Background: an optimization exercise with open tools, aiming at small area. Do not read the settings as production practice.
Where RTL was checked, it was by simulation tests only, not by an equivalence proof against the original.
Power and IR drop assume default switching activity.

==> flow/design.v <==
package lx_bus_pkg;
  localparam int DATA_WIDTH = 32;
  localparam int ADDR_WIDTH = 32;
  localparam int MSG_WIDTH = 4;
  localparam int CACHE_WORDS = 4;
  localparam int BUS_WORDS = 2;
  localparam int BEATS = CACHE_WORDS / BUS_WORDS;
  localparam int LINE_OFFSET_BITS = 2;
  typedef enum logic [MSG_WIDTH-1:0] {
    NO_REQ     = 4'd0,
    R_REQ      = 4'd1,
    WB_REQ     = 4'd2,
    RFO_BCAST  = 4'd6,
    MEM_RESP   = 4'd10,
    MEM_RESP_S = 4'd11,
    MEM_C_RESP = 4'd12
  } msg_t;
  typedef logic [DATA_WIDTH-1:0] word_t;
  typedef word_t [BUS_WORDS-1:0] beat_t;
  typedef union packed {
    word_t [CACHE_WORDS-1:0] words;
    beat_t [BEATS-1:0] beats;
  } line_t;
  typedef logic beat_index_t;
  typedef enum logic [2:0] {
    IDLE,
    READ_LINE,
    SEND_BEATS,
    RECEIVE,
    WRITE_LINE,
    WAIT_CLEAR
  } state_t;
endpackage
module lx_bus_interface
(
  input  logic                  clock,
  input  logic                  reset,
  input  logic                  req_ready,
  input  lx_bus_pkg::msg_t                  bus_msg_in,
  input  logic [lx_bus_pkg::ADDR_WIDTH-1:0] bus_address_in,
  input  lx_bus_pkg::beat_t                 bus_data_in,
  output lx_bus_pkg::msg_t                  bus_msg_out,
  output logic [lx_bus_pkg::ADDR_WIDTH-1:0] bus_address_out,
  output lx_bus_pkg::beat_t                 bus_data_out,
  input  lx_bus_pkg::msg_t                  cache_msg_in,
  input  lx_bus_pkg::line_t                 cache_data_in,
  output lx_bus_pkg::msg_t                  cache_msg_out,
  output logic [lx_bus_pkg::ADDR_WIDTH-1:0] cache_address_out,
  output lx_bus_pkg::line_t                 cache_data_out
);
  logic idle, rl, crd, crf, sb, wc1, wcr, r0, r1, wl, cwr, wcw;
  logic rfo;      
  logic resp_s;   
  logic [3:0] bmsg, cmsg;
  logic read_request, write_request, accept_rd, accept_wr;
  logic read_done, write_done, bus_idle;
  assign bmsg = bus_msg_in;
  assign cmsg = cache_msg_in;
  assign read_request  = (bmsg == 4'd1) || (bmsg == 4'd6);
  assign write_request = (bmsg == 4'd2);
  assign accept_rd     = idle && req_ready && read_request;
  assign accept_wr     = idle && req_ready && write_request;
  assign read_done     = (cmsg == 4'd10) || (cmsg == 4'd11);
  assign write_done    = (cmsg == 4'd10);
  assign bus_idle      = (bmsg == 4'd0);
  always_ff @(posedge clock) begin
    if (reset) begin
      idle <= 1'b1;
      rl   <= 1'b0;
      crd  <= 1'b0;
      crf  <= 1'b0;
      sb   <= 1'b0;
      wc1  <= 1'b0;
      wcr  <= 1'b0;
      r0   <= 1'b0;
      r1   <= 1'b0;
      wl   <= 1'b0;
      cwr  <= 1'b0;
      wcw  <= 1'b0;
    end else begin
      idle <= (idle && !accept_rd && !accept_wr) || ((wc1 || wcr || wcw) && bus_idle);
      rl   <= accept_rd || (rl && !read_done);
      crd  <= rl && !read_done && !rfo;
      crf  <= rl && !read_done && rfo;
      sb   <= rl && read_done;
      wc1  <= sb;
      wcr  <= (wc1 || wcr) && !bus_idle;
      r0   <= accept_wr;
      r1   <= r0;
      wl   <= r1 || (wl && !write_done);
      cwr  <= wl && !write_done;
      wcw  <= (wl && write_done) || (wcw && !bus_idle);
    end
  end
  always_ff @(posedge clock) begin
    if (idle) rfo <= (bmsg == 4'd6);
    if (rl)   resp_s <= cmsg[0];
  end
  logic [31:0] addr_n, addr;
  assign addr = ~addr_n;
  always_ff @(posedge clock) begin
    addr_n <= ~((bus_address_in & {32{idle}}) | (addr & {32{!idle}}));
  end
  logic [63:0] lo_n, hi_n, lo, hi;
  logic [63:0] cin_lo, cin_hi;
  assign lo = ~lo_n;
  assign hi = ~hi_n;
  assign cin_lo = cache_data_in[63:0];
  assign cin_hi = cache_data_in[127:64];
  logic ld_lo, ld_hi;
  assign ld_lo = rl || r0;
  assign ld_hi = rl || r1;
  always_ff @(posedge clock) begin
    lo_n <= ~((lo | {64{ld_lo}}) & (cin_lo | {64{!rl}}) & (bus_data_in | {64{!r0}}));
    hi_n <= ~((hi | {64{ld_hi}}) & (cin_hi | {64{!rl}}) & (bus_data_in | {64{!r1}}));
  end
  logic bshow, cshow;
  assign bshow = sb || wc1 || wcw;
  assign cshow = crd || crf || cwr;
  assign bus_msg_out       = lx_bus_pkg::msg_t'({bshow, 1'b0, bshow, (sb || wc1) && resp_s});
  assign bus_address_out   = addr & {32{bshow}};
  assign bus_data_out      = (lo & {64{sb}}) | (hi & {64{wc1}});
  assign cache_msg_out     = lx_bus_pkg::msg_t'({1'b0, crf, crf || cwr, crd});
  assign cache_address_out = {addr[31:2] & {30{cshow}}, 2'b00};
  assign cache_data_out    = {hi & {64{cwr}}, lo & {64{cwr}}};
endmodule
export LEC_CHECK = 0
export ABC_AREA = 1
export CAP_MARGIN = 20
export CORE_AREA = 5 5 175 175
export DIE_AREA = 0 0 180 180
export SLEW_MARGIN = 20
create_clock -name core_clock -period 4.0 [get_ports {clock}]
standard.sh (not shown) runs the stock make flow with config.mk's settings and CLKGATE_MAP_FILE= SYNTH_SCRIPT=/design/flow/synth_recipe.tcl, a recipe that flattens the netlist after the stock synthesis.
==> flow/flow/run.sh <==
#!/bin/bash
# Standard ORFS layout, except that the port buffers that buffer_ports inserts
# are the smallest buffer (buf_1) instead of the tool's default choice.
set -euo pipefail
export BUFFER_PORTS_ARGS="-buffer_cell sky130_fd_sc_hd__buf_1"
bash standard.sh > standard_flow.log 2>&1
The baseline ran to the end with no violations.
Change:
--- a/flow/design.v
+++ b/flow/design.v
@@ -45,64 +45,67 @@
   input  lx_bus_pkg::msg_t                  cache_msg_in,
   input  lx_bus_pkg::line_t                 cache_data_in,
   output lx_bus_pkg::msg_t                  cache_msg_out,
   output logic [lx_bus_pkg::ADDR_WIDTH-1:0] cache_address_out,
   output lx_bus_pkg::line_t                 cache_data_out
 );
-  logic idle, rl, crd, crf, sb, wc1, wcr, r0, r1, wl, cwr, wcw;
+  logic idle, aw, rl, crd, crf, sb, wc1, r0, r1, wl, cwr, wcw;
+  logic wcr;
   logic rfo;      
-  logic resp_s;   
+  logic bm0;      
   logic [3:0] bmsg, cmsg;
   logic read_request, write_request, accept_rd, accept_wr;
   logic read_done, write_done, bus_idle;
   assign bmsg = bus_msg_in;
   assign cmsg = cache_msg_in;
   assign read_request  = (bmsg == 4'd1) || (bmsg == 4'd6);
   assign write_request = (bmsg == 4'd2);
   assign accept_rd     = idle && req_ready && read_request;
   assign accept_wr     = idle && req_ready && write_request;
   assign read_done     = (cmsg == 4'd10) || (cmsg == 4'd11);
   assign write_done    = (cmsg == 4'd10);
   assign bus_idle      = (bmsg == 4'd0);
+  assign wcr           = aw && !idle;
   always_ff @(posedge clock) begin
     if (reset) begin
       idle <= 1'b1;
+      aw   <= 1'b1;
       rl   <= 1'b0;
       crd  <= 1'b0;
       crf  <= 1'b0;
       sb   <= 1'b0;
       wc1  <= 1'b0;
-      wcr  <= 1'b0;
       r0   <= 1'b0;
       r1   <= 1'b0;
       wl   <= 1'b0;
       cwr  <= 1'b0;
       wcw  <= 1'b0;
+      bm0  <= 1'b0;
     end else begin
       idle <= (idle && !accept_rd && !accept_wr) || ((wc1 || wcr || wcw) && bus_idle);
+      aw   <= (idle && !accept_rd && !accept_wr) || wc1 || wcr || (wcw && bus_idle);
       rl   <= accept_rd || (rl && !read_done);
       crd  <= rl && !read_done && !rfo;
       crf  <= rl && !read_done && rfo;
       sb   <= rl && read_done;
       wc1  <= sb;
-      wcr  <= (wc1 || wcr) && !bus_idle;
       r0   <= accept_wr;
       r1   <= r0;
       wl   <= r1 || (wl && !write_done);
       cwr  <= wl && !write_done;
       wcw  <= (wl && write_done) || (wcw && !bus_idle);
+      bm0  <= (rl && read_done && cmsg[0]) || (sb && bm0);
     end
   end
   always_ff @(posedge clock) begin
     if (idle) rfo <= (bmsg == 4'd6);
-    if (rl)   resp_s <= cmsg[0];
   end
   logic [31:0] addr_n, addr;
   assign addr = ~addr_n;
   always_ff @(posedge clock) begin
-    addr_n <= ~((bus_address_in & {32{idle}}) | (addr & {32{!idle}}));
+    addr_n <= ~((bus_address_in & {32{aw}}) | (addr & {32{!idle}}));
   end
   logic [63:0] lo_n, hi_n, lo, hi;
   logic [63:0] cin_lo, cin_hi;
   assign lo = ~lo_n;
   assign hi = ~hi_n;
   assign cin_lo = cache_data_in[63:0];
@@ -114,13 +117,13 @@
     lo_n <= ~((lo | {64{ld_lo}}) & (cin_lo | {64{!rl}}) & (bus_data_in | {64{!r0}}));
     hi_n <= ~((hi | {64{ld_hi}}) & (cin_hi | {64{!rl}}) & (bus_data_in | {64{!r1}}));
   end
   logic bshow, cshow;
   assign bshow = sb || wc1 || wcw;
   assign cshow = crd || crf || cwr;
-  assign bus_msg_out       = lx_bus_pkg::msg_t'({bshow, 1'b0, bshow, (sb || wc1) && resp_s});
+  assign bus_msg_out       = lx_bus_pkg::msg_t'({bshow, 1'b0, bshow, bm0});
   assign bus_address_out   = addr & {32{bshow}};
   assign bus_data_out      = (lo & {64{sb}}) | (hi & {64{wc1}});
   assign cache_msg_out     = lx_bus_pkg::msg_t'({1'b0, crf, crf || cwr, crd});
   assign cache_address_out = {addr[31:2] & {30{cshow}}, 2'b00};
   assign cache_data_out    = {hi & {64{cwr}}, lo & {64{cwr}}};
 endmodule
Final area decreases by 1.1%. Power increases by 3.5%. Clock skew decreases by 3.4 ps. Routed wire length decreases by 0.37%. Synthesized area decreases by 1.1%. Worst setup slack loses 230 ps. Worst hold slack loses 29 ps. Combinational power increases by 4.1%. Global-route usage decreases by 0.31 points.
The RTL of the first run of this note was laid out without a check of its function.

-- separate check: timing with driven ports --
How much do the figures lean on ideal ports? The routed layouts below were timed once more, with nothing changed but the port constraints. Step 1: set_driving_cell puts a clkbuf_16 on clock and a buf_2 on each other input, an assumption about the parent block. Step 2 times the ports against the registers' clock, not the clock port: input delays grow and output delays shrink by t, the midpoint of the rising clock arrivals with the driver on. Slacks: ideal ports / drivers / drivers and shift; pairs: ideal ports / drivers.
run	t, ns	setup WS [ns]	worst setup path after step 2	worst data-port slew with drivers (ns)	pins driven straight from the clock port
the first run	0.468	1.249 / 1.198 / 1.666	register to output	0.12	1
the second run	0.461	1.020 / 0.974 / 1.435	register to output	0.07	1
After both steps every run listed still meets setup and hold.
